This is an optimization exercise on Yosys and OpenROAD, whose aim is small area, a short achievable clock period and few clock cycles per item, not a production implementation. Only simulation tests tie the RTL to the original design; equivalence was not proved. Power figures rest on the tool's default switching activity, not on a simulated workload.

--- flow/design.v ---
package bfsa_pkg;
   localparam int unsigned TABLE_SLOTS = 64;
   localparam int unsigned UW          = 21;   
   localparam int unsigned LW          = 18;   
   localparam int unsigned RW          = 6;    
   localparam int unsigned REQ_W       = 25;
   localparam int unsigned STATUS_W    = 3;
   localparam int unsigned REQ_DATA_W  = 56;
   localparam int unsigned RSP_DATA_W  = 48;
   localparam logic [2:0] ST_OK       = 3'd0;
   localparam logic [2:0] ST_SIZE     = 3'd1;
   localparam logic [2:0] ST_NOFIT    = 3'd2;
   localparam logic [2:0] ST_NOTALLOC = 3'd3;
   localparam logic [2:0] ST_FULL     = 3'd4;
endpackage
module bfsa_pick_le #(
   parameter int N  = 4,
   parameter int PW = 64
) (
   input  logic [N-1:0]         found,
   input  logic [N*(N-1)/2-1:0] le,
   input  logic [N*PW-1:0]      pay_in,
   output logic [N-1:0]         win,
   output logic                 any,
   output logic [PW-1:0]        pay
);
   always_comb begin
      win = found;
      for (int a = 0; a < N; a++) begin
         for (int b = a + 1; b < N; b++) begin
            win[a] = win[a] & (!found[b] | le[a*N - a*(a+1)/2 + b - a - 1]);
            win[b] = win[b] & (!found[a] | !le[a*N - a*(a+1)/2 + b - a - 1]);
         end
      end
      any = |found;
      pay = '0;
      for (int a = 0; a < N; a++) begin
         pay = pay | ({PW{win[a]}} & pay_in[a*PW +: PW]);
      end
   end
endmodule
module bfsa_pick #(
   parameter int N  = 4,
   parameter int KW = 42,
   parameter int PW = 64
) (
   input  logic [N-1:0]    found,
   input  logic [N*KW-1:0] key,
   input  logic [N*PW-1:0] pay_in,
   output logic [N-1:0]    win,
   output logic            any,
   output logic [PW-1:0]   pay
);
   function automatic logic gt32(input logic [31:0] x, input logic [31:0] y);
      logic [31:0] g, e;
      for (int i = 0; i < 32; i++) begin
         g[i] = x[i] & ~y[i];
         e[i] = ~(g[i] | (~x[i] & y[i]));
      end
      for (int s = 1; s < 32; s = s * 2) begin
         for (int i = 0; i + s < 32; i = i + 2 * s) begin
            g[i] = g[i + s] | (e[i + s] & g[i]);
            e[i] = e[i + s] & e[i];
         end
      end
      gt32 = g[0];
   endfunction
   logic [N*(N-1)/2-1:0] le;
   for (genvar a = 0; a < N; a++) begin : g_a
      for (genvar b = a + 1; b < N; b++) begin : g_b
         assign le[a*N - a*(a+1)/2 + b - a - 1] = !gt32(32'(key[a*KW +: KW]), 32'(key[b*KW +: KW]));
      end
   end
   bfsa_pick_le #(.N(N), .PW(PW)) u_pick (
      .found  (found),
      .le     (le),
      .pay_in (pay_in),
      .win    (win),
      .any    (any),
      .pay    (pay)
   );
endmodule
module best_fit_slice_allocator (
   input  logic                  clock,
   input  logic                  reset,
   input  logic                  req_tvalid,
   output logic                  req_tready,
   input  logic [bfsa_pkg::REQ_DATA_W-1:0] req_tdata,   
   input  logic                  req_tuser,   
   output logic                  rsp_tvalid,
   input  logic                  rsp_tready,
   output logic [bfsa_pkg::RSP_DATA_W-1:0] rsp_tdata,   
   output logic [bfsa_pkg::STATUS_W-1:0]   rsp_tuser    
);
   localparam int S  = bfsa_pkg::TABLE_SLOTS;
   localparam int GN = 16;                    
   localparam int G  = S / GN;                
   localparam int NP = GN * (GN - 1) / 2;     
   localparam int UW = bfsa_pkg::UW;
   localparam int LW = bfsa_pkg::LW;
   localparam int RW = bfsa_pkg::RW;
   localparam int KW = UW + RW;               
   localparam int PW = KW + UW + LW;          
   localparam int QW = UW + 1 + RW + UW;      
   function automatic logic gt32(input logic [31:0] x, input logic [31:0] y);
      logic [31:0] g, e;
      for (int i = 0; i < 32; i++) begin
         g[i] = x[i] & ~y[i];
         e[i] = ~(g[i] | (~x[i] & y[i]));
      end
      for (int s = 1; s < 32; s = s * 2) begin
         for (int i = 0; i + s < 32; i = i + 2 * s) begin
            g[i] = g[i + s] | (e[i + s] & g[i]);
            e[i] = e[i + s] & e[i];
         end
      end
      gt32 = g[0];
   endfunction
   function automatic logic holds(input logic [UW:0] gap, input logic [24:0] bytes);
      holds = !gt32(32'(bytes), 32'({gap, 3'b000}));
   endfunction
   logic          rsp_valid_ff;
   logic [2:0]    rsp_status_ff;
   logic [23:0]   rsp_off_ff;
   logic [20:0]   rsp_grant_ff;
   logic          p_valid;
   logic [1:0]    st;          
   logic          p_func;      
   logic          p_bad;       
   logic [LW-1:0] p_size;      
   logic [UW-1:0] p_off;       
   logic          p_mis;       
   logic [22:0]   req_units;
   logic          req_bad;
   logic          out_free;
   logic          proc1, proc2, proc2b, proc3, fast, accept;
   logic [24:0]   sel_bytes;   
   assign req_units  = 23'((26'(req_tdata[24:0]) + 26'd7) >> 3);
   assign req_bad    = (req_units == '0) || (req_units > 23'd131072);
   assign out_free   = !rsp_valid_ff || rsp_tready;
   assign proc1      = p_valid && (st == 2'd0);
   assign proc2      = p_valid && (st == 2'd1);
   assign proc2b     = p_valid && (st == 2'd2) && p_func;
   assign proc3      = p_valid && ((st == 2'd3) || ((st == 2'd2) && !p_func)) && out_free;
   assign fast       = proc1 && out_free && !p_func && p_bad;
   assign req_tready = !p_valid || proc3 || fast;
   assign accept     = req_tready && req_tvalid;
   assign sel_bytes  = req_tdata[24:0];
   logic [S-1:0]  valid;
   logic [UW-1:0] t_start [S];
   logic [LW-1:0] t_len   [S];
   logic [UW-1:0] t_gap   [S];
   logic [RW-1:0] t_rank  [S];
   logic [UW:0]   root_gap;
   logic [S-1:0]  fit;         
   logic          root_fit;    
   logic [NP-1:0] ord [G];     
   logic [S*PW-1:0] l1_pay;
   always_comb begin
      for (int j = 0; j < S; j++) begin
         l1_pay[j*PW +: PW] = {t_gap[j], t_rank[j], t_start[j], t_len[j]};
      end
   end
   logic [S-1:0]      l1_win;
   logic [G-1:0]      l1_any;
   logic [G*PW-1:0]   l1_out;
   for (genvar g = 0; g < G; g++) begin : g_l1
      bfsa_pick_le #(.N(GN), .PW(PW)) u_pick (
         .found  (fit[g*GN +: GN]),
         .le     (ord[g]),
         .pay_in (l1_pay[g*GN*PW +: GN*PW]),
         .win    (l1_win[g*GN +: GN]),
         .any    (l1_any[g]),
         .pay    (l1_out[g*PW +: PW])
      );
   end
   logic [S-1:0]  c_free_oh;
   always_comb begin
      for (int j = 0; j < S; j++) begin
         logic [S-1:0] m;
         m = (S'(1) << j) - 1'b1;
         c_free_oh[j] = !valid[j] && ((valid & m) == m);
      end
   end
   logic [S-1:0]  hit_oh;
   logic [UW-1:0] hit_gap;
   logic [LW-1:0] hit_len;
   logic [RW-1:0] hit_rank;
   always_comb begin
      hit_gap  = '0;
      hit_len  = '0;
      hit_rank = '0;
      for (int j = 0; j < S; j++) begin
         hit_oh[j] = valid[j] && !p_mis && (t_start[j] == p_off);
         hit_gap   = hit_gap  | ({UW{hit_oh[j]}} & t_gap[j]);
         hit_len   = hit_len  | ({LW{hit_oh[j]}} & t_len[j]);
         hit_rank  = hit_rank | ({RW{hit_oh[j]}} & t_rank[j]);
      end
   end
   logic [S-1:0]    a_oh;       
   logic [G-1:0]    a_any;
   logic [G*PW-1:0] a_pay;
   logic            a_rfit;
   logic [S-1:0]    free_oh;
   logic [G-1:0]    free_grp;
   logic            any_free;
   logic            h_found;
   logic [LW-1:0]   h_len;
   logic [UW-1:0]   h_gap;
   logic [RW-1:0]   h_rank;
   always_ff @(posedge clock) begin
      if (proc1) begin
         a_oh     <= p_func ? hit_oh : l1_win;
         a_any    <= l1_any;
         a_pay    <= l1_out;
         a_rfit   <= root_fit;
         free_oh  <= c_free_oh;
         for (int g = 0; g < G; g++) free_grp[g] <= |c_free_oh[g*GN +: GN];
         any_free <= ~&valid;
         h_found  <= |hit_oh;
         h_len    <= hit_len;
         h_gap    <= hit_gap;
         h_rank   <= hit_rank;
      end
   end
   logic [5*(KW+1)-1:0] l2_key;
   logic [5*QW-1:0]     l2_pay;
   logic [4:0]          l2_win;
   logic                l2_any;
   logic [QW-1:0]       l2_best;
   always_comb begin
      l2_key[0 +: KW+1] = {root_gap, {RW{1'b0}}};
      l2_pay[0 +: QW]   = {(UW+1)'(root_gap - (UW+1)'(p_size)), {RW{1'b0}}, {UW{1'b0}}};
      for (int g = 0; g < G; g++) begin
         logic [UW-1:0] gg, gs;
         logic [RW-1:0] gr;
         logic [LW-1:0] gl;
         {gg, gr, gs, gl} = a_pay[g*PW +: PW];
         l2_key[(g+1)*(KW+1) +: KW+1] = {1'b0, gg, gr};
         l2_pay[(g+1)*QW +: QW]       = {1'b0, UW'(gg - UW'(p_size)), gr, UW'(gs + UW'(gl))};
      end
   end
   bfsa_pick #(.N(5), .KW(KW+1), .PW(QW)) u_l2 (
      .found  ({a_any, a_rfit}),
      .key    (l2_key),
      .pay_in (l2_pay),
      .win    (l2_win),
      .any    (l2_any),
      .pay    (l2_best)
   );
   logic [RW-1:0] c_pred_rank;
   logic          c_pred_root;
   logic [S-1:0]  c_pred_oh;
   logic [UW:0]   c_pred_gap;
   always_comb begin
      c_pred_root = (h_rank == '0);
      c_pred_rank = RW'(h_rank - 1'b1);
      c_pred_gap  = c_pred_root ? root_gap : '0;
      for (int j = 0; j < S; j++) begin
         c_pred_oh[j] = valid[j] && !c_pred_root && (t_rank[j] == c_pred_rank);
         c_pred_gap   = c_pred_gap | ({(UW+1){c_pred_oh[j]}} & {1'b0, t_gap[j]});
      end
   end
   logic [S-1:0]  b_oh;        
   logic          b_found;
   logic          b_root;
   logic [UW:0]   b_diff;      
   logic [RW-1:0] b_rank;
   logic [UW-1:0] b_pos;
   logic [S-1:0]  q_oh;        
   logic          q_root;      
   logic [UW:0]   q_gap;
   logic [RW-1:0] q_rank;
   logic [UW:0]   h_sum;       
   always_ff @(posedge clock) begin
      if (proc2) begin
         h_sum   <= (UW+1)'(h_len) + (UW+1)'(h_gap);
         for (int j = 0; j < S; j++) begin
            b_oh[j] <= a_oh[j] && (p_func || l2_win[j/GN + 1]);
         end
         b_found <= l2_any;
         b_root  <= l2_win[0];
         {b_diff, b_rank, b_pos} <= l2_best;
         q_oh    <= c_pred_oh;
         q_root  <= c_pred_root;
         q_gap   <= c_pred_gap;
         q_rank  <= c_pred_rank;
      end
   end
   logic do_alloc, alloc_go, alloc_ok, free_ok;
   assign do_alloc = proc3 && !p_func && !p_bad;
   assign alloc_go = do_alloc && any_free;             
   assign alloc_ok = alloc_go && b_found;
   assign free_ok  = proc3 && p_func && h_found;
   logic [UW:0]   pred_sum;
   logic [UW-1:0] gap_bus;
   logic          new_fit;     
   always_ff @(posedge clock) begin
      if (proc2b) pred_sum <= q_gap + h_sum;
   end
   assign gap_bus  = p_func ? pred_sum[UW-1:0] : b_diff[UW-1:0];
   assign new_fit  = holds(p_func ? pred_sum : b_diff, sel_bytes);
   logic [G-1:0]  grp;         
   logic [GN-1:0] bef;         
   always_comb begin
      logic [UW:0]   key_gap;
      for (int g = 0; g < G; g++) grp[g] = p_func ? |q_oh[g*GN +: GN] : free_grp[g];
      key_gap = p_func ? pred_sum : b_diff;
      for (int k = 0; k < GN; k++) begin
         logic [UW-1:0] pg;
         logic [RW-1:0] pr;
         logic          later;    
         pg = '0;
         pr = '0;
         for (int g = 0; g < G; g++) begin
            pg = pg | ({UW{grp[g]}} & t_gap[g*GN + k]);
            pr = pr | ({RW{grp[g]}} & t_rank[g*GN + k]);
         end
         later  = p_func ? (pr > q_rank) : (b_root || (pr > b_rank));
         bef[k] = gt32(32'(pg), 32'(key_gap)) || ((32'(pg) == 32'(key_gap)) && later);
      end
   end
   always_ff @(posedge clock) begin
      if (reset) begin
         valid    <= '0;
         root_gap <= (UW+1)'(1 << UW);
      end else begin
         for (int j = 0; j < S; j++) begin
            if (alloc_ok && free_oh[j]) valid[j] <= 1'b1;
            if (free_ok && b_oh[j])     valid[j] <= 1'b0;
         end
         if (alloc_ok && b_root) root_gap <= '0;
         if (free_ok && q_root)  root_gap <= pred_sum;
      end
   end
   always_ff @(posedge clock) begin
      for (int j = 0; j < S; j++) begin
         if (alloc_go && free_oh[j]) begin
            t_start[j] <= b_pos;
            t_len[j]   <= p_size;
            t_rank[j]  <= b_root ? '0 : RW'(b_rank + 1'b1);
         end
         if (alloc_ok && valid[j] && (b_root || (t_rank[j] > b_rank))) begin
            t_rank[j] <= t_rank[j] + 1'b1;
         end
         if (free_ok && valid[j] && (t_rank[j] > h_rank)) begin
            t_rank[j] <= t_rank[j] - 1'b1;
         end
         if ((alloc_go && free_oh[j]) || (free_ok && q_oh[j])) begin
            t_gap[j] <= gap_bus;
         end
         if (alloc_ok && b_oh[j]) begin
            t_gap[j] <= '0;
         end
      end
   end
   always_ff @(posedge clock) begin
      for (int j = 0; j < S; j++) begin
         if (alloc_go && free_oh[j])      fit[j] <= b_found && new_fit;
         else if (alloc_ok && b_oh[j])    fit[j] <= 1'b0;
         else if (free_ok && b_oh[j])     fit[j] <= 1'b0;
         else if (free_ok && q_oh[j])     fit[j] <= new_fit;
         else fit[j] <= valid[j] && holds({1'b0, t_gap[j]}, sel_bytes);
      end
      if (alloc_ok && b_root)       root_fit <= 1'b0;
      else if (free_ok && q_root)   root_fit <= new_fit;
      else root_fit <= holds(root_gap, sel_bytes);
      for (int g = 0; g < G; g++) begin
         logic [GN-1:0] c;
         c = '0;
         if (alloc_go && free_grp[g])          c = free_oh[g*GN +: GN];
         if (free_ok && |q_oh[g*GN +: GN])     c = q_oh[g*GN +: GN];
         for (int a = 0; a < GN; a++) begin
            for (int b = a + 1; b < GN; b++) begin
               if (c[a]) ord[g][a*GN - a*(a+1)/2 + b - a - 1] <= bef[b];
               if (c[b]) ord[g][a*GN - a*(a+1)/2 + b - a - 1] <= !bef[a];
            end
         end
      end
   end
   always_ff @(posedge clock) begin
      if (reset) begin
         p_valid      <= 1'b0;
         st           <= 2'd0;
         rsp_valid_ff <= 1'b0;
      end else begin
         if (req_tready) begin
            p_valid <= req_tvalid;
            st      <= 2'd0;
         end else if (proc1 || proc2 || proc2b) begin
            st      <= st + 1'b1;
         end
         if (proc3 || fast) rsp_valid_ff <= 1'b1;
         else if (rsp_tready) rsp_valid_ff <= 1'b0;
      end
      if (accept) begin
         p_func <= req_tuser;
         p_bad  <= !req_tuser && req_bad;
         p_size <= req_units[LW-1:0];
         p_off  <= req_tdata[25+3 +: UW];
         p_mis  <= |req_tdata[25 +: 3];
      end
      if (fast) begin
         rsp_status_ff <= bfsa_pkg::ST_SIZE;
         rsp_off_ff    <= '0;
         rsp_grant_ff  <= '0;
      end
      if (proc3) begin
         rsp_status_ff <= bfsa_pkg::ST_OK;
         rsp_off_ff    <= '0;
         rsp_grant_ff  <= '0;
         if (p_func) begin
            if (h_found) rsp_grant_ff <= {h_len, 3'b000};
            else rsp_status_ff <= bfsa_pkg::ST_NOTALLOC;
         end else if (p_bad) begin
            rsp_status_ff <= bfsa_pkg::ST_SIZE;
         end else if (!b_found) begin
            rsp_status_ff <= bfsa_pkg::ST_NOFIT;
         end else if (!any_free) begin
            rsp_status_ff <= bfsa_pkg::ST_FULL;
         end else begin
            rsp_off_ff   <= {b_pos, 3'b000};
            rsp_grant_ff <= {p_size, 3'b000};
         end
      end
   end
   assign rsp_tvalid = rsp_valid_ff;
   assign rsp_tuser  = rsp_status_ff;
   assign rsp_tdata  = {3'b000, rsp_grant_ff, rsp_off_ff};
endmodule
--- flow/run.sh ---
#!/bin/bash
# synth_recipe.tcl (not shown) runs the flow's synth.tcl, then flattens the netlist and writes it again
# the make line also repeats each setting of config.mk as NAME=value (left out here)
make -C /OpenROAD-flow-scripts/flow DESIGN_CONFIG=/design/flow/config.mk WORK_HOME=/design/flow/orfs CLKGATE_MAP_FILE= SYNTH_SCRIPT=/design/flow/synth_recipe.tcl finish
--- flow/config.mk ---
export PLATFORM = sky130hd
export DESIGN_NAME = best_fit_slice_allocator
export DESIGN_NICKNAME = best_fit_slice_allocator
export VERILOG_FILES = /design/flow/design.v
export SDC_FILE = /design/flow/constraint.sdc
export NUM_CORES = 4
export LEC_CHECK = 0
export CAP_MARGIN = 20
export CORE_MARGIN = 2
export CORE_UTILIZATION = 45
export PLACE_DENSITY = 0.6
export SLEW_MARGIN = 20
--- flow/constraint.sdc ---
create_clock -name core_clock -period 5.5 [get_ports {clock}]
set_input_delay 1.1000 -clock core_clock [delete_from_list [all_inputs] [get_ports {clock}]]
set_output_delay 1.1000 -clock core_clock [all_outputs]
set_load 0.01 [all_outputs]
==> run notes, run 1 <==
Fraction of the mapped netlist area in simple logic gates: 0.100
Mux cell area share after synthesis: 0.0172
Total clock buffers created by CTS: 655
CTS Root Cell: clkbuf_16
Buffers from clock root to sink, at most: 4
Syn_area_per_cell: 10.2 um2
Post-DP HPWL: 2500 mm
Cells after Synth: 35,669
Synth Area in XOR/XNOR: 0.0532
PortBufs: 97
Inst Count DP: 47,951
Global route total overflow: 13,713
Row Count: 330
Synth Cell Area: 364,000 um2
Initial Util: 0.451
Tool Error: [ERROR GRT-0116] Global routing finished with congestion. Check the congestion regions in the DRC Viewer.
Die H: 903 um
Dpl ws: -1600 ps
First-pass GRT wire length: 5130 mm
Yosys warns: 14
Clk sinks: 5,643
GPL Wtd Cong: 1.40
Failed at: 5_1_grt
Largest net degree at the start of global routing: 132
Post-Synth Adder-Cell Area: 0.113
CTS hold repair buffers: 0
Largest family of logic cells by synthesized area: compound AO/OA/AOI/OAI gates
Register bit total from synthesis: 5,643
Clock H-tree levels: 6
Die W: 903 um
Vias in the first global route: 457,204
Compound-cell area share of the yosys netlist: 0.239
GRT Resource Usage Total: 0.913
FFs w/ async S/R, synth: 0
# IOs: 114
Sequential share of the synthesized area: 0.425
EDFF count, synth: 4,144
Status: aborted with a tool error
Top FF cell, synth: edfxtp_1
Synth unique cells: 85
[how the worst min path moves through the flow]
stage	start	end	slack (ps)	depth (start not counted)
2_1_floorplan	root_fit	a_rfit	390	0
3_3_place_gp	root_fit	a_rfit	390	0
3_5_place_dp	root_fit	a_rfit	400	0
4_1_cts	req_tdata[42]	p_off[14]	410	1
[per-layer routing]
metal / GRT overflow / track usage
met3: 1472 / 0.857
met5: 197 / 0.712
met4: 3741 / 0.878
met1: 1363 / 0.916
met2: 6940 / 0.989
[power groups by stage]
stage,clock (uW),sequential (uW),combinational [uW]
after floorplan,0,46900,4160
after global placement,0,47200,8650
after detailed placement,0,47200,8770
after CTS,46200,46300,9050
[cells by family after synthesis]
logic type                 Yosys count
other                                1
DFF                               5643
buffers and inverters             5069
adders and majority gates         3267
AOI/OAI and AO/OA                11418
muxes                              617
and+or+nand+nor                   7534
xor gates and xnor gates          2120
[cells in the mapped netlist, drive strengths merged, types with 83 or more instances]
library cell | instances | area [um2]
nand3 | 579 | 2900
dfxtp | 1499 | 30000
and3 | 110 | 688
nor3 | 397 | 2000
a221oi | 2161 | 18900
a211o | 109 | 955
a21boi | 83 | 623
ha | 3256 | 40700
xnor2 | 600 | 5260
o21ai | 827 | 4140
nand2 | 1844 | 6920
o211ai | 150 | 1130
xor2 | 1464 | 12800
and4 | 145 | 1270
o21a | 378 | 2840
a22oi | 1308 | 9820
buf | 476 | 2020
mux2i | 552 | 5530
and2 | 101 | 632
or4 | 102 | 766
clkbuf | 2299 | 8630
nand2b | 134 | 838
a21o | 588 | 4410
o22ai | 181 | 1130
o2111ai | 138 | 1210
inv | 2288 | 8590
nor2 | 2260 | 8480
nor2b | 294 | 1840
nor4 | 448 | 2800
edfxtp | 4144 | 124000
nand4 | 853 | 5340
a2bb2oi | 148 | 1300
a21oi | 1164 | 5830
a22o | 1998 | 17500
a211oi | 1619 | 12200
[repair_timing]
action,in CTS
pin swaps,143
setup buffers,132
gates cloned,41
endpoints found under the setup margin,481
resized for setup,504
[per-stage QoR]
stage	cell area, um2	TNS [ps]
after detailed placement	412000	-566930
after global placement	412000	-680470
after floorplan	364000	0
after CTS	439000	-119450
Testbench counts, summed over its fixed seeds: cycles 16,405, items 4,800.
==> inputs of run 2 (changes only) <==
--- a/flow/config.mk
+++ b/flow/config.mk
@@ -7,6 +7,6 @@
 export LEC_CHECK = 0
 export CAP_MARGIN = 20
 export CORE_MARGIN = 2
-export CORE_UTILIZATION = 45
-export PLACE_DENSITY = 0.6
+export CORE_UTILIZATION = 55
+export PLACE_DENSITY = 0.7
 export SLEW_MARGIN = 20
==> run 2 against run 1 <==
  * The flow again stops in 5_1_grt
  * Synthesized cell count unchanged
  * Synthesized area unchanged
==> run notes, run 2 <==
Register bit total from synthesis: 5,643 (unchanged)
Die W: 817 um (was 903 um)
Status: aborted with a tool error (unchanged)
Global route total overflow: 20,861
Area leader, netlist: edfxtp_1 (unchanged)
Largest net degree at the start of global routing: 113
PortBufs: 97 (unchanged)
Clk sinks: 5,643 (unchanged)
Tool Error: [ERROR GRT-0116] Global routing finished with congestion. Check the congestion regions in the DRC Viewer. (unchanged)
CTS hold repair buffers: 0 (unchanged)
Total clock buffers created by CTS: 630 (was 655)
# IOs: 114 (unchanged)
Count leader, synth: edfxtp_1 (unchanged)
Cell Area, Placed: 402,000 um2 (was 412,000 um2)
Top-area cell type share of the netlist area: 0.342 (unchanged)
Initial Util: 0.552 (was 0.451)
FFs w/ async S/R, synth: 0 (unchanged)
GPL Wtd Cong: 1.50 (was 1.40)
Synth unique cells: 85 (unchanged)
Post-CTS Setup Repair Bufs: 0 (was 132)
Clock H-tree levels: 6 (unchanged)
First-pass GRT wire length: 4520 mm
Syn_area_per_cell: 10.2 um2 (unchanged)
Die H: 817 um (was 903 um)
Fraction of the mapped netlist area in simple logic gates: 0.100 (unchanged)
Synth top area cells: edfxtp_1, ha_1, dfxtp_1 (unchanged)
Post-Synth Adder-Cell Area: 0.113 (unchanged)
Largest family of logic cells by synthesized area: compound AO/OA/AOI/OAI gates (unchanged)
Synth Area in XOR/XNOR: 0.0532 (unchanged)
GRT Resource Usage Total: 0.974
Top FF cell, synth: edfxtp_1 (unchanged)
Failed at: 5_1_grt (unchanged)
Synth top cells by count: edfxtp_1, ha_1, clkbuf_1, inv_1, nor2_1 (unchanged)
Post-DP HPWL: 2130 mm (was 2500 mm)
CTS Root Cell: clkbuf_16 (unchanged)
Mux cell area share after synthesis: 0.0172 (unchanged)
Vias in the first global route: 435,274
Synth Cell Area: 364,000 um2 (unchanged)
EDFF count, synth: 4,144 (unchanged)
Compound-cell area share of the yosys netlist: 0.239 (unchanged)
Yosys warns: 14 (unchanged)
Buffers from clock root to sink, at most: 4 (unchanged)
Cells after Synth: 35,669 (unchanged)
Row Count: 298 (was 330)
Sequential share of the synthesized area: 0.425 (unchanged)
-- run 2: cell counts after synthesis --
No cell type changed its count.
-- run 2: worst min path at each step --
stage | start | endpoint | slack, ps
floorplan | root_fit | a_rfit | 390
global placement | root_fit | a_rfit | 390
detailed placement | root_fit | a_rfit | 400
CTS | req_tdata[13] | p_size[10] | 360
-- run 2: power groups by stage --
stage | Sequential, uW | Clock, uW | Combinational [uW]
CTS | 46200 | 44400 | 8370
floorplan | 46900 | 0 | 4160
global placement | 47200 | 0 | 8090
detailed placement | 47200 | 0 | 8290
-- run 2: what timing repair did --
action                                  4_1_cts
pin swaps                                     3
endpoints found under the setup margin      385
resized for setup                            30
-- run 2: kinds of logic after synthesis --
kind of cell,Yosys count
buffers and inverters,5069
XOR/XNOR,2120
AND/OR/NAND/NOR,7534
AO/OA/AOI/OAI,11418
other,1
flip-flops,5643
adder cells (fa/ha/maj),3267
multiplexers,617
-- run 2: stage by stage --
step | util | cells | setup slack (ps) | setup TNS, ps | power, uW
after floorplan | - | 35677 | 313 | 0 | 51100
after global placement | 0.609 | 44945 | -1730 | -206310 | 55200
after detailed placement | 0.610 | 44960 | -710 | -71540 | 55400
after CTS | 0.642 | 46121 | 1.80 | 0 | 99000
-- run 2: routing by layer --
metal	overflow	track usage
met5	311	0.825
met1	2593	0.957
met2	10476	1.05
met4	4790	0.965
met3	2691	0.931
